What follows belongs to an exercise in optimizing a design on an open flow for small area, a short achievable clock period and few clock cycles per item; a production flow would make more cautious choices. Function was checked by simulation only, so behaviour that the tests miss may differ from the original. Power and IR drop assume default switching activity. The flow treats the clock pin as an ideal source, which a real chip does not have.

## the baseline
// cobs_sample_framer
module cobs_sample_framer #(
  parameter int SAMPLES_PER_FRAME = 63
) (
  input  logic        clk,
  input  logic        rst,
  input  logic [31:0] s_tdata,
  input  logic        s_tvalid,
  output logic        s_tready,
  output logic [7:0]  m_tdata,
  output logic        m_tvalid,
  input  logic        m_tready
);
Size in the first run: ~3000 cells after synthesis, ~2100 flip-flops, roughly 0.048 sq mm of cells after synthesis.
==> flow/config.mk <==
export PLATFORM = sky130hd
export DESIGN_NAME = cobs_sample_framer
export DESIGN_NICKNAME = cobs_sample_framer
export VERILOG_FILES = /design/flow/design.v
export SDC_FILE = /design/flow/constraint.sdc
export NUM_CORES = 4
export LEC_CHECK = 0
export CAP_MARGIN = 20
export CORE_MARGIN = 2
export CORE_UTILIZATION = 60
export CTS_BUF_LIST = sky130_fd_sc_hd__clkbuf_16
export CTS_CLUSTER_DIAMETER = 100
export CTS_CLUSTER_SIZE = 30
export SLEW_MARGIN = 20
==> flow/constraint.sdc <==
create_clock -name core_clock -period 8.0 [get_ports {clk}]
set_input_delay 1.6000 -clock core_clock [delete_from_list [all_inputs] [get_ports {clk}]]
set_output_delay 1.6000 -clock core_clock [all_outputs]
set_load 0.01 [all_outputs]
standard.sh (not shown) runs the stock make flow with config.mk's settings and CLKGATE_MAP_FILE= SYNTH_SCRIPT=/design/flow/synth_recipe.tcl, a recipe that flattens the netlist after the stock synthesis.
==> flow/flow/run.sh <==
#!/bin/bash
set -euo pipefail
bash standard.sh SETUP_SLACK_MARGIN=5.3 \
  "CTS_ARGS=-sink_clustering_enable -repair_clock_nets -sink_clustering_size 30 -sink_clustering_max_diameter 100 -buf_list sky130_fd_sc_hd__clkbuf_16 -dont_use_dummy_load" \
  finish > layout.log 2>&1
Testbench counts of the baseline, summed over its fixed seeds: cycles 16,760, samples 4,032.
[inputs] the candidate vs the baseline
--- a/flow/design.v
+++ b/flow/design.v
@@ -16,15 +16,14 @@
   localparam int SC = FB + 1;                  
   localparam int SW = 8;                       
   localparam int TL = 6;                       
   localparam int TN = 1 << TL;                 
   localparam int KW = TN - 3;                  
   localparam int KA = NS - 2 - KW;             
   localparam int DA = NS - KA;                 
-  localparam int K  = 2;                       
   logic [8*NS-1:0] ring;
   logic [SW-1:0]   s_q, s_d;        
   logic [7:0]      in_byte;
   logic [7:0]      wbyte;
   logic            wen;
   logic [SW-1:0]   wb_q, wb_d;      
   logic            ahd_q, ahd_d;    
@@ -36,27 +35,26 @@
   logic            al_q, al_d;      
   logic            ok_q, ok_d;      
   logic            nf_q, nf_d;      
   logic [7:0]      ob_q, ob_d;      
   logic            sc_q, sc_d;      
   logic [7:0]      sn_q, sn_d;      
   logic            lk_q, lk_d;      
-  logic [7:0]      fd_q [K];
-  logic [7:0]      fd_d [K];
-  logic [K-1:0]    fv_q, fv_d;      
+  logic [7:0]      md_q, md_d;      
+  logic            mv_q, mv_d;
   logic            take;            
   logic            pop;
   assign s_tready = srdy_q;
-  assign m_tdata  = fd_q[0];
-  assign m_tvalid = fv_q[0];
+  assign m_tdata  = md_q;
+  assign m_tvalid = mv_q;
   assign in_byte = s_tdata[{wb_q[1:0], 3'b000} +: 8];
   assign wen     = wok_q && s_tvalid;
   assign wbyte   = (s_q == SW'(SD)) ? 8'h00 : (wen ? in_byte : ring[7:0]);
-  assign take    = ok_q && !fv_q[K-1];
-  assign pop     = fv_q[0] && m_tready;
+  assign pop     = mv_q && m_tready;
+  assign take    = ok_q && (!mv_q || m_tready);
   logic [TN-1:0] leaf;
   always_comb begin
     leaf = '0;
     for (int d = 1; d <= KW; d++) leaf[d] = (ring[8*(KA+1+d) +: 8] == 8'h00);
   end
   genvar l, n;
   generate
@@ -130,65 +128,55 @@
     cod   = 8'(lv[TL].ix[0]);
     fnd   = lv[TL].v[0];
     wrt   = ahd_d || (run_d >= 6'(DA));
     ncode = is_sc || (zf && !is_sd);
     ob_d  = ncode ? (lk_d ? sn_d : cod) : byt;
     ok_d  = al_d && wrt && (!ncode || fnd || lk_d);
     nf_d  = al_d && wrt && ncode && !fnd && !lk_d;
-    fv_d = fv_q;
-    for (int i = 0; i < K; i++) fd_d[i] = fd_q[i];
-    if (pop) begin
-      for (int i = 0; i < K - 1; i++) fd_d[i] = fd_q[i + 1];
-      fv_d = fv_q >> 1;
-    end
-    if (take) begin
-      if (!fv_d[0]) fd_d[0] = ob_q;
-      for (int i = 1; i < K; i++)
-        if (!fv_d[i] && fv_d[i - 1]) fd_d[i] = ob_q;
-      fv_d = {fv_d[K-2:0], 1'b1};
-    end
+    md_d = take ? ob_q : md_q;
+    mv_d = take || (mv_q && !pop);
     for (int w = 0; w < 2; w++) begin
       wk_w[w] = (s_d == wb_w[w]) && (wb_w[w] != SW'(SD)) &&
                 (!ah_w[w] || (rs_d != SW'(SC) && wb_w[w] != rs_d));
       sr_w[w] = wk_w[w] && (wb_w[w][1:0] == 2'd3);
     end
     wok_d  = wen ? wk_w[1] : wk_w[0];
     srdy_d = wen ? sr_w[1] : sr_w[0];
   end
   always_ff @(posedge clk) begin
     ring <= {wbyte, ring[8*NS-1:8]};
     ob_q <= ob_d;
     sn_q <= sn_d;
-    for (int i = 0; i < K; i++) fd_q[i] <= fd_d[i];
+    md_q <= md_d;
     if (rst) begin
       s_q    <= '0;
       wb_q   <= '0;
       ahd_q  <= 1'b0;
       wok_q  <= 1'b1;
       srdy_q <= 1'b0;
       run_q  <= 6'd1;
       rs_q   <= SW'(SC);
       dl_q   <= SW'(SC);
       al_q   <= 1'b0;
       ok_q   <= 1'b0;
       nf_q   <= 1'b0;
       sc_q   <= 1'b0;
       lk_q   <= 1'b0;
-      fv_q   <= '0;
+      mv_q   <= 1'b0;
     end else begin
       s_q    <= s_d;
       wb_q   <= wb_d;
       ahd_q  <= ahd_d;
       wok_q  <= wok_d;
       srdy_q <= srdy_d;
       run_q  <= run_d;
       rs_q   <= rs_d;
       dl_q   <= dl_d;
       al_q   <= al_d;
       ok_q   <= ok_d;
       nf_q   <= nf_d;
       sc_q   <= sc_d;
       lk_q   <= lk_d;
-      fv_q   <= fv_d;
+      mv_q   <= mv_d;
     end
   end
 endmodule
Findings:
Delta (the candidate minus the baseline): worst setup slack before clock tree synthesis shrank by 0.60 ns, initial cell density of the core saw little to no change. Cell count went down by a few percent going from the baseline to the candidate. In the metrics for the baseline and the candidate, the one carrying the lower power after layout is the candidate. Clock power share: the baseline vs the candidate, no meaningful difference.
Testbench counts of the candidate, summed over its fixed seeds: cycles 16,760, samples 4,032.

port drivers added, routing unchanged:
In the flow no input, the clock included, has a driving cell. The finished layouts below were timed again as built, in two steps. Step 1 (the two cells are an assumption about what drives the block):
set clk [get_ports {clk}]
set_driving_cell -lib_cell sky130_fd_sc_hd__clkbuf_16 $clk
set_driving_cell -lib_cell sky130_fd_sc_hd__buf_2 [delete_from_list [all_inputs] $clk]
Step 2 times the ports against the registers' clock, not the clock port: input delays grow and output delays shrink by t, the midpoint of the rising clock arrivals with the driver on. a / b / c = ideal ports / drivers / drivers and shift; a / b = the first two.
run | t (ns) | setup WS [ns] | clock arrival spread, ns
the baseline | 0.690 | 5.289 / 5.224 / 4.708 | 0.056 / 0.055
the candidate | 0.684 | 4.974 / 4.985 / 4.304 | 0.096 / 0.097
After both steps setup and hold are still met in every run listed. The setup slack of the candidate, which loses most, moves by +0.011 ns with the drivers and by -0.670 ns with both steps.
